Background: an optimization exercise with open tools, aiming at a short achievable clock period and few clock cycles. Do not read the settings as production practice.
Power figures rest on the tool's default switching activity, not on a simulated workload.

// rv_core
module rv_core (
    input  logic        clk_cpu_i,
    input  logic        arst_n_i,
    input  logic [31:0] irom_inst_i,
    input  logic [31:0] dram_rdata_i,
    output logic [31:0] irom_addr_o,
    output logic [31:0] dram_addr_o,
    output logic [31:0] dram_wdata_o,
    output logic        dram_we_o,
    output logic        dram_re_o,
    output logic        debug_wb_have_inst_o,
    output logic [31:0] debug_wb_pc_o,
    output logic        debug_wb_ena_o,
    output logic [4:0]  debug_wb_reg_o,
    output logic [31:0] debug_wb_value_o
);
For scale: about 6000 cells after synthesis, roughly 2000 flip-flops, about 92000 um2 of cells after synthesis.
clock: 7.5 ns
lec_check: 0
abc_clock_period_in_ps: 2500
cap_margin: 20
core_margin: 2
core_utilization: 40
setup_slack_margin: 4.6
slew_margin: 20
run.sh (not shown) runs the stock make flow with config.mk's settings and CLKGATE_MAP_FILE= SYNTH_SCRIPT=/design/flow/synth_recipe.tcl, a recipe that flattens the netlist after the stock synthesis.
Rerun with:
--- a/flow/design.v
+++ b/flow/design.v
@@ -70,16 +70,14 @@
     logic [31:0]     pc_e;
     logic [31:0]     tgt_e;
     logic [31:0]     alt_e;
     logic [31:0]     opa_e;       
     logic [31:0]     opb_e;
     logic [31:0]     opa_n_e;     
     logic [31:0]     opb_n_e;
-    logic [4:0]      shl_e;       
-    logic [4:0]      shr_n_e;     
     logic [31:0]     sd_e;
     logic            s_ml_e;
     logic            f_sub_e;
     logic            f_add_e, f_sll_e, f_slt_e, f_xor_e, f_srl_e, f_or_e, f_and_e, f_lui_e;
     logic            v_m;
     logic            wr_m;
     logic            ena_m;
@@ -244,21 +242,21 @@
                    | ({32{fs_oth_e}} & oth_e) | ({32{!me2}} & early_s);
     assign opb_nxt = ({32{fb_add_e}} & sum_e) | ({32{fb_sub_e}} & dif_e)
                    | ({32{fb_oth_e}} & oth_e) | ({32{!meb}} & early_b);
     logic [31:0] sum_e, dif_e, oth_e;
     logic [31:0] xa_e, xb_e;
     logic        lt_e, eq_e, taken_e, mis_e;
     assign sum_e = opa_e + opb_e;
-    assign dif_e = opa_e + opb_n_e + 32'd1;
+    assign dif_e = opa_e - opb_e;
     assign xa_e  = ~opa_n_e;
     assign xb_e  = ~opb_n_e;
     assign lt_e  = $signed(xa_e) < $signed(xb_e);
     assign eq_e  = (opa_n_e == opb_n_e);
-    assign oth_e = ({32{f_sll_e}} & (xa_e << shl_e))
-                 | ({32{f_srl_e}} & (xa_e >> ~shr_n_e))
+    assign oth_e = ({32{f_sll_e}} & (xa_e << xb_e[4:0]))
+                 | ({32{f_srl_e}} & (xa_e >> xb_e[4:0]))
                  | ({32{f_slt_e}} & {31'd0, lt_e})
                  | ({32{f_xor_e}} & (xa_e ^ xb_e))
                  | ({32{f_or_e}}  & (xa_e | xb_e))
                  | ({32{f_and_e}} & (xa_e & xb_e))
                  | ({32{f_lui_e}} & xb_e);
     assign res_e = ({32{f_add_e}} & sum_e) | ({32{f_sub_e}} & dif_e) | oth_e;
     assign taken_e = (bq_e && eq_e) || (bn_e && !eq_e) || (bl_e && lt_e);
@@ -330,23 +328,19 @@
     always_ff @(posedge clk_cpu_i or negedge arst_n_i) begin
         if (!arst_n_i) begin
             v_e  <= 1'b0;
             wr_e <= 1'b0;
             ld_e <= 1'b0;
             st_e <= 1'b0;
             br_e <= 1'b0;
-            shl_e   <= '0;
-            shr_n_e <= '0;
             m_eq_e <= 1'b0;
             m_ne_e <= 1'b0;
             m_lt_e <= 1'b0;
             m_ge_e <= 1'b0;
         end else begin
-            shl_e   <= opb_nxt[4:0];
-            shr_n_e <= ~opb_nxt[4:0];
             m_eq_e <= go_d && is_br_d && (pred_d ? f3_d == 3'b001 : f3_d == 3'b000);
             m_ne_e <= go_d && is_br_d && (pred_d ? f3_d == 3'b000 : f3_d == 3'b001);
             m_lt_e <= go_d && is_br_d && !pred_d && f3_d[2:1] != 2'b00;
             m_ge_e <= go_d && is_br_d && pred_d && f3_d[2:1] != 2'b00;
             v_e  <= go_d;
             wr_e <= go_d && rfwe_d && (rd_d != 5'd0);
             ld_e <= go_d && is_ld_d;
After rerunning:
- maximum frequency fell by 12%
- synthesized cell count fell by 0.42%
- setup slack gets worse by 0.56 ns
- routed wire length is lower by 0.37%
- sequential cell count went down by 10
- combinational power came out lower by 2.9%
- power goes down by 2.3%
No functional check of the RTL was part of any run of this note.


rv_core, a different RTL version from the one above (not shown whole).
Size in the first run: ~5800 cells after synthesis, roughly 2000 flip-flops, roughly 240 I/O pins, ~89000 sq um of cells after synthesis.
==> flow/config.mk <==
export PLATFORM = sky130hd
export DESIGN_NAME = rv_core
export DESIGN_NICKNAME = rv_core
export VERILOG_FILES = /design/flow/design.v
export SDC_FILE = /design/flow/constraint.sdc
export NUM_CORES = 4
export LEC_CHECK = 0
export ABC_CLOCK_PERIOD_IN_PS = 2500
export CAP_MARGIN = 20
export CORE_MARGIN = 2
export CORE_UTILIZATION = 40
export SETUP_SLACK_MARGIN = 4.6
export SLEW_MARGIN = 20
==> flow/constraint.sdc <==
create_clock -name core_clock -period 7.5 [get_ports {clk_cpu_i}]
set_input_delay 1.5000 -clock core_clock [delete_from_list [all_inputs] [get_ports {clk_cpu_i}]]
set_output_delay 1.5000 -clock core_clock [all_outputs]
set_load 0.01 [all_outputs]
Then changed:
--- a/flow/design.v
+++ b/flow/design.v
@@ -108,18 +108,27 @@
             btgt_f    = btgt_f | (btb_tgt[i] & {32{hitv_f[i]}});
         end
         hit_f = |hitv_f;
     end
     assign isbr_f  = (irom_inst_i[6:0] == 7'b1100011);
     assign spred_f = isbr_f && (irom_inst_i[31] || irom_inst_i[14:12] == 3'b001);
     assign stlo_f   = {1'b0, pc_f[12:0]} + {1'b0, irom_inst_i[31], irom_inst_i[7],
                                             irom_inst_i[30:25], irom_inst_i[11:8], 1'b0};
-    assign hi_inc_f = pc_f[31:13] + 19'd1;
-    assign hi_dec_f = pc_f[31:13] - 19'd1;
+    always_comb begin
+        logic all1, all0;
+        all1 = 1'b1;
+        all0 = 1'b1;
+        for (int i = 0; i < 19; i++) begin
+            hi_inc_f[i] = pc_f[13 + i] ^ all1;
+            hi_dec_f[i] = pc_f[13 + i] ^ all0;
+            all1 = all1 & pc_f[13 + i];
+            all0 = all0 & !pc_f[13 + i];
+        end
+    end
     always_comb begin
         case ({irom_inst_i[31], stlo_f[13]})
             2'b01:   sthi_f = hi_inc_f;
             2'b10:   sthi_f = hi_dec_f;
             default: sthi_f = pc_f[31:13];
         endcase
     end
     assign stgt_f = {sthi_f, stlo_f[12:0]};
Outcome:
- total power fell slightly
- setup slack gets better by 780 ps
- critical path depth fell by 3
- core utilization rose by 0.54 points
- first-iteration DRC count barely changes
- non-clock buffer count rose by 81
- synthesized area hardly moves
Function was not checked in any run of this note: the RTL went through the layout flow alone.


== main ==
rv_core, a different RTL version from the one above (not shown whole).
For scale: about 6,100 cells after synthesis, roughly 2,000 flip-flops, roughly 0.092 mm2 of cells after synthesis.
==> flow/design.v (excerpt) <==
module rv_core (
    input  logic        clk_cpu_i,
    input  logic        arst_n_i,
    input  logic [31:0] irom_inst_i,
    input  logic [31:0] dram_rdata_i,
    output logic [31:0] irom_addr_o,
    output logic [31:0] dram_addr_o,
    output logic [31:0] dram_wdata_o,
    output logic        dram_we_o,
    output logic        dram_re_o,
    output logic        debug_wb_have_inst_o,
    output logic [31:0] debug_wb_pc_o,
    output logic        debug_wb_ena_o,
    output logic [4:0]  debug_wb_reg_o,
    output logic [31:0] debug_wb_value_o
);
Settings: LEC_CHECK=0, ABC_CLOCK_PERIOD_IN_PS=2500, CAP_MARGIN=20, CORE_MARGIN=2, CORE_UTILIZATION=40, SETUP_SLACK_MARGIN=4.6, SLEW_MARGIN=20; clock period 7.5 ns.
[inputs] the feature branch vs main
diff --git a/flow/design.v b/flow/design.v
--- a/flow/design.v
+++ b/flow/design.v
@@ -60,13 +60,12 @@
     logic            st_e;
     logic            br_e;
     logic            pred_e;
     logic            bq_e;
     logic            bn_e;
     logic            bl_e;
-    logic            m_eq_e, m_ne_e, m_lt_e, m_ge_e;    
     logic            bh_e;
     logic [NBTB-1:0] bhv_e;
     logic [4:0]      rd_e;
     logic [31:0]     pc_e;
     logic [31:0]     tgt_e;
     logic [31:0]     alt_e;
@@ -235,14 +234,13 @@
                  | ({32{f_xor_e}} & (xa_e ^ xb_e))
                  | ({32{f_or_e}}  & (xa_e | xb_e))
                  | ({32{f_and_e}} & (xa_e & xb_e))
                  | ({32{f_lui_e}} & xb_e);
     assign res_e = ({32{f_add_e}} & sum_e) | ({32{f_sub_e}} & dif_e) | oth_e;
     assign taken_e = (bq_e && eq_e) || (bn_e && !eq_e) || (bl_e && lt_e);
-    assign mis_e   = !fl_q && ((m_eq_e && eq_e) || (m_ne_e && !eq_e)
-                               || (m_lt_e && lt_e) || (m_ge_e && !lt_e));
+    assign mis_e   = br_e && !fl_q && (taken_e != pred_e);
     always_ff @(posedge clk_cpu_i or negedge arst_n_i) begin
         if (!arst_n_i) begin
             pc_f <= 32'h0000_0000;
             v_d  <= 1'b0;
             fl_q <= 1'b0;
         end else begin
@@ -320,21 +318,13 @@
         if (!arst_n_i) begin
             v_e  <= 1'b0;
             wr_e <= 1'b0;
             ld_e <= 1'b0;
             st_e <= 1'b0;
             br_e <= 1'b0;
-            m_eq_e <= 1'b0;
-            m_ne_e <= 1'b0;
-            m_lt_e <= 1'b0;
-            m_ge_e <= 1'b0;
         end else begin
-            m_eq_e <= go_d && is_br_d && (pred_d ? f3_d == 3'b001 : f3_d == 3'b000);
-            m_ne_e <= go_d && is_br_d && (pred_d ? f3_d == 3'b000 : f3_d == 3'b001);
-            m_lt_e <= go_d && is_br_d && !pred_d && f3_d[2:1] != 2'b00;
-            m_ge_e <= go_d && is_br_d && pred_d && f3_d[2:1] != 2'b00;
             v_e  <= go_d;
             wr_e <= go_d && rfwe_d && (rd_d != 5'd0);
             ld_e <= go_d && is_ld_d;
             st_e <= go_d && is_st_d;
             br_e <= go_d && is_br_d;
         end
Results
- Comparing the feature branch and main, the lower count of buffer and inverter cells on the critical path was measured on the feature branch.
- [the feature branch vs main] setup slack: lower in the feature branch
- Compared with main, in the feature branch part of the total power dissipated in combinational logic lost 3.3 points, global-route met1 utilization now sits lower, total wire length after detailed routing did not really move.
- On the feature branch: number of inserted filler cells in the final layout is 244 lower than what main gave.
- Die area | the feature branch < main
No run of this note included a check of the RTL's function; only the layout flow was run.

==> what the ideal ports hide <==
No port has a modelled driver above. Below, the same layouts with a new extraction and two added sets of constraints. Step 1 assumes that a clkbuf_16 drives the clock port and a buf_2 every other input. Step 2 adds t to the input delays and takes it off the output delays; t is the mean of the earliest and latest rising clock arrival at the registers after step 1. Input paths then give back, and output paths get back, about the clock's delay inside the block. a / b / c = no drivers / after step 1 / after step 2; a / b = the first two.
| run | t, ns | slack for setup (ns) | cell pins on the clock port's net |
|---|---|---|---|
| the first run of note 1 | 0.949 | 3.354 / 3.404 / 2.455 | 1 |
| the second run of note 1 | 0.936 | 2.790 / 2.837 / 1.900 | 1 |
| the first run of note 2 | 0.971 | 2.258 / 2.320 / 1.349 | 1 |
| the second run of note 2 | 0.921 | 3.043 / 3.080 / 2.158 | 1 |
| main | 0.931 | 3.327 / 3.325 / 2.394 | 1 |
| the feature branch | 0.922 | 2.705 / 2.757 / 1.835 | 1 |
After both steps setup and hold are still met in every run listed. For main, which loses most, drivers alone change the setup slack by -0.002 ns; drivers and shift together by -0.933 ns.
